From an optimization exercise on the open Yosys and OpenROAD flow, aimed at small area, a short achievable clock period and few clock cycles per item; shortcuts taken in it are not production practice.
The RTL was checked by simulation tests, not by an equivalence proof against the original design.
No activity file was given, so power comes from the tool's default toggle rates.

## the previous run
==> module ifcb_pack, before the edit <==
module ifcb_pack #(
   parameter int QD = 3           
) (
   input  logic        clock,
   input  logic        reset,
   input  logic        in_valid,    
   input  logic        in_hit,
   input  logic        in_last,
   output logic [1:0]  queued,      
   output logic        absorb,      
   output logic        out_valid,
   input  logic        out_ready,
   output logic [63:0] out_word,
   output logic [6:0]  out_count,
   output logic        out_final
);
   logic [QD-1:0] qh_ff, qh_in;
   logic [QD-1:0] ql_ff, ql_in;
   logic [1:0]    qc_ff, qc_in;
   logic [63:0]   word_ff;
   logic [63:0]   dec;
   logic [63:0]   wen;
   logic [63:0]   wd;
   logic [6:0]    cnt_ff, cnt_in;
   logic          ov_ff, ov_in;
   logic          fresh_ff, fresh_in;    
   logic          fin_ff;
   logic          qe;
   logic          src_valid;
   logic          src_hit;
   logic          src_last;
   logic          can;
   logic          start;
   logic          close;
   int            n;
   always_comb begin
      qe        = (qc_ff == 2'd0);
      src_valid = !qe || in_valid;
      src_hit   = qe ? in_hit : qh_ff[0];
      src_last  = qe ? in_last : ql_ff[0];
      can       = !ov_ff || out_ready;
      absorb    = src_valid && can;
      start     = ov_ff || fresh_ff;
      close     = src_last || (!start && cnt_ff == 7'd63);
      n = int'(qc_ff) + int'(in_valid) - int'(absorb);
      qc_in = 2'(n);
      qh_in = qh_ff;
      ql_in = ql_ff;
      for (int j = 0; j < QD; j++) begin
         if (absorb) begin
            if (j + 1 < int'(qc_ff)) begin
               qh_in[j] = qh_ff[j+1];
               ql_in[j] = ql_ff[j+1];
            end else if (j + 1 == int'(qc_ff)) begin
               qh_in[j] = in_hit;
               ql_in[j] = in_last;
            end
         end else if (j == int'(qc_ff)) begin
            qh_in[j] = in_hit;
            ql_in[j] = in_last;
         end
      end
      dec = 64'd1 << cnt_ff[5:0];
      for (int b = 0; b < 64; b++) begin
         wen[b] = absorb && (start || dec[b]);
         wd[b]  = (b == 0) ? src_hit : (src_hit && !start);
      end
      cnt_in   = start ? 7'd1 : cnt_ff + 7'd1;
      ov_in    = absorb ? close : (ov_ff && !out_ready);
      fresh_in = absorb ? 1'b0 : (fresh_ff || (ov_ff && out_ready));
   end
   always_ff @(posedge clock) begin
      if (reset) begin
         qc_ff    <= 2'd0;
         ov_ff    <= 1'b0;
         fresh_ff <= 1'b1;
      end else begin
         qc_ff    <= qc_in;
         ov_ff    <= ov_in;
         fresh_ff <= fresh_in;
      end
      qh_ff <= qh_in;
      ql_ff <= ql_in;
      if (absorb) begin
         cnt_ff <= cnt_in;
         fin_ff <= src_last;
      end
      for (int b = 0; b < 64; b++)
         if (wen[b]) word_ff[b] <= wd[b];
   end
   assign queued    = qc_ff;
   assign out_valid = ov_ff;
   assign out_word  = word_ff;
   assign out_count = cnt_ff;
   assign out_final = fin_ff;
endmodule
clock: 13.0 ns
lec_check: 0
cap_margin: 20
core_margin: 2
core_utilization: 55
cts_cluster_diameter: 100
cts_cluster_size: 30
slew_margin: 20
standard.sh (not shown) runs the stock make flow with config.mk's settings and CLKGATE_MAP_FILE= SYNTH_SCRIPT=/design/flow/synth_recipe.tcl, a recipe that flattens the netlist after the stock synthesis.
==> flow/flow/run.sh <==
#!/bin/bash
set -euo pipefail
bash standard.sh SETUP_SLACK_MARGIN=9.1 ADDER_MAP_FILE= \
   "BUFFER_PORTS_ARGS=-buffer_cell sky130_fd_sc_hd__buf_1" finish > standard.log 2>&1
Testbench counts of the previous run, summed over its fixed seeds: cycles 16,396, items 16,012.
Here is what was changed in the inputs of the current run compared with the previous run.
diff --git a/flow/design.v b/flow/design.v
--- a/flow/design.v
+++ b/flow/design.v
@@ -298,14 +298,14 @@
    logic [QD-1:0] qh_ff, qh_in;
    logic [QD-1:0] ql_ff, ql_in;
    logic [1:0]    qc_ff, qc_in;
-   logic [63:0]   word_ff;
+   logic [63:0]   word_ff, word_in;
    logic [63:0]   dec;
-   logic [63:0]   wen;
-   logic [63:0]   wd;
+   logic          clr;
+   logic          seth;
    logic [6:0]    cnt_ff, cnt_in;
    logic          ov_ff, ov_in;
    logic          fresh_ff, fresh_in;    
-   logic          fin_ff;
+   logic          fin_ff, fin_in;
    logic          qe;
    logic          src_valid;
    logic          src_hit;
@@ -341,12 +341,17 @@
             ql_in[j] = in_last;
          end
       end
-      dec = 64'd1 << cnt_ff[5:0];
+      dec  = 64'd1 << cnt_ff[5:0];
+      clr  = absorb && start;
+      seth = absorb && src_hit;
       for (int b = 0; b < 64; b++) begin
-         wen[b] = absorb && (start || dec[b]);
-         wd[b]  = (b == 0) ? src_hit : (src_hit && !start);
+         if (b == 0)
+            word_in[b] = clr ? src_hit : (word_ff[b] || (seth && dec[b]));
+         else
+            word_in[b] = !clr && (word_ff[b] || (seth && dec[b]));
       end
-      cnt_in   = start ? 7'd1 : cnt_ff + 7'd1;
+      cnt_in   = absorb ? (start ? 7'd1 : cnt_ff + 7'd1) : cnt_ff;
+      fin_in   = absorb ? src_last : fin_ff;
       ov_in    = absorb ? close : (ov_ff && !out_ready);
       fresh_in = absorb ? 1'b0 : (fresh_ff || (ov_ff && out_ready));
    end
@@ -360,14 +365,11 @@
          ov_ff    <= ov_in;
          fresh_ff <= fresh_in;
       end
-      qh_ff <= qh_in;
-      ql_ff <= ql_in;
-      if (absorb) begin
-         cnt_ff <= cnt_in;
-         fin_ff <= src_last;
-      end
-      for (int b = 0; b < 64; b++)
-         if (wen[b]) word_ff[b] <= wd[b];
+      qh_ff   <= qh_in;
+      ql_ff   <= ql_in;
+      cnt_ff  <= cnt_in;
+      fin_ff  <= fin_in;
+      word_ff <= word_in;
    end
    assign queued    = qc_ff;
    assign out_valid = ov_ff;
==> notes.md <==
Going from the previous run to the current run, flop-to-flop setup slack up 0.08 ns, die area down about 0.4%. Going from the previous run to the current run, non-clock buffer count grew slightly. The previous run -> the current run: count of clock-buffer cells in the layout delta 0, exact match. Summary: with the previous run as the reference, final area in the current run moved down slightly. Cmp the current run vs the previous run: number of antenna violations at the first check in global routing lower in the current run. As far as overall die width is concerned, the current run and the previous run perform about the same. Worst slack after detailed placement: the current run vs the previous run down 0.32 ns. Going from the previous run to the current run, relative contribution of the clock network to total power lost 2.2 points; routed wire length picked up an extra 8.5%. On synthesized area, the previous run loses to the current run.
Testbench counts of the current run, summed over its fixed seeds: cycles 16,396, items 16,012.

## what the ideal ports hide
The flow's constraints put no driver on any port. The routed layouts listed below were extracted and timed again, unchanged, in two steps. Step 1: set_driving_cell puts a clkbuf_16 on clock and a buf_2 on each other input, an assumption about the parent block. Step 2 moves the port delays by t, midway between the first and last clock arrival at a register: inputs arrive t later, outputs are due t later. That takes back most of the time a late clock gives input paths. Slacks: ideal ports / drivers / drivers and shift; pairs: ideal ports / drivers.
run | t (ns) | slack for setup (ns) | hold slack, ns | latest minus earliest clock arrival (ns) | worst register clock-pin slew, ns
the previous run | 0.558 | 9.048 / 9.048 / 8.681 | 0.344 / 0.344 / 0.344 | 0.029 / 0.029 | 0.11 / 0.11
the current run | 0.564 | 9.130 / 9.130 / 8.677 | 0.348 / 0.348 / 0.348 | 0.027 / 0.027 | 0.11 / 0.11
After both steps setup and hold are still met in every run listed. The setup slack of the current run, which loses most, moves by 0.000 ns with the drivers and by -0.453 ns with both steps.
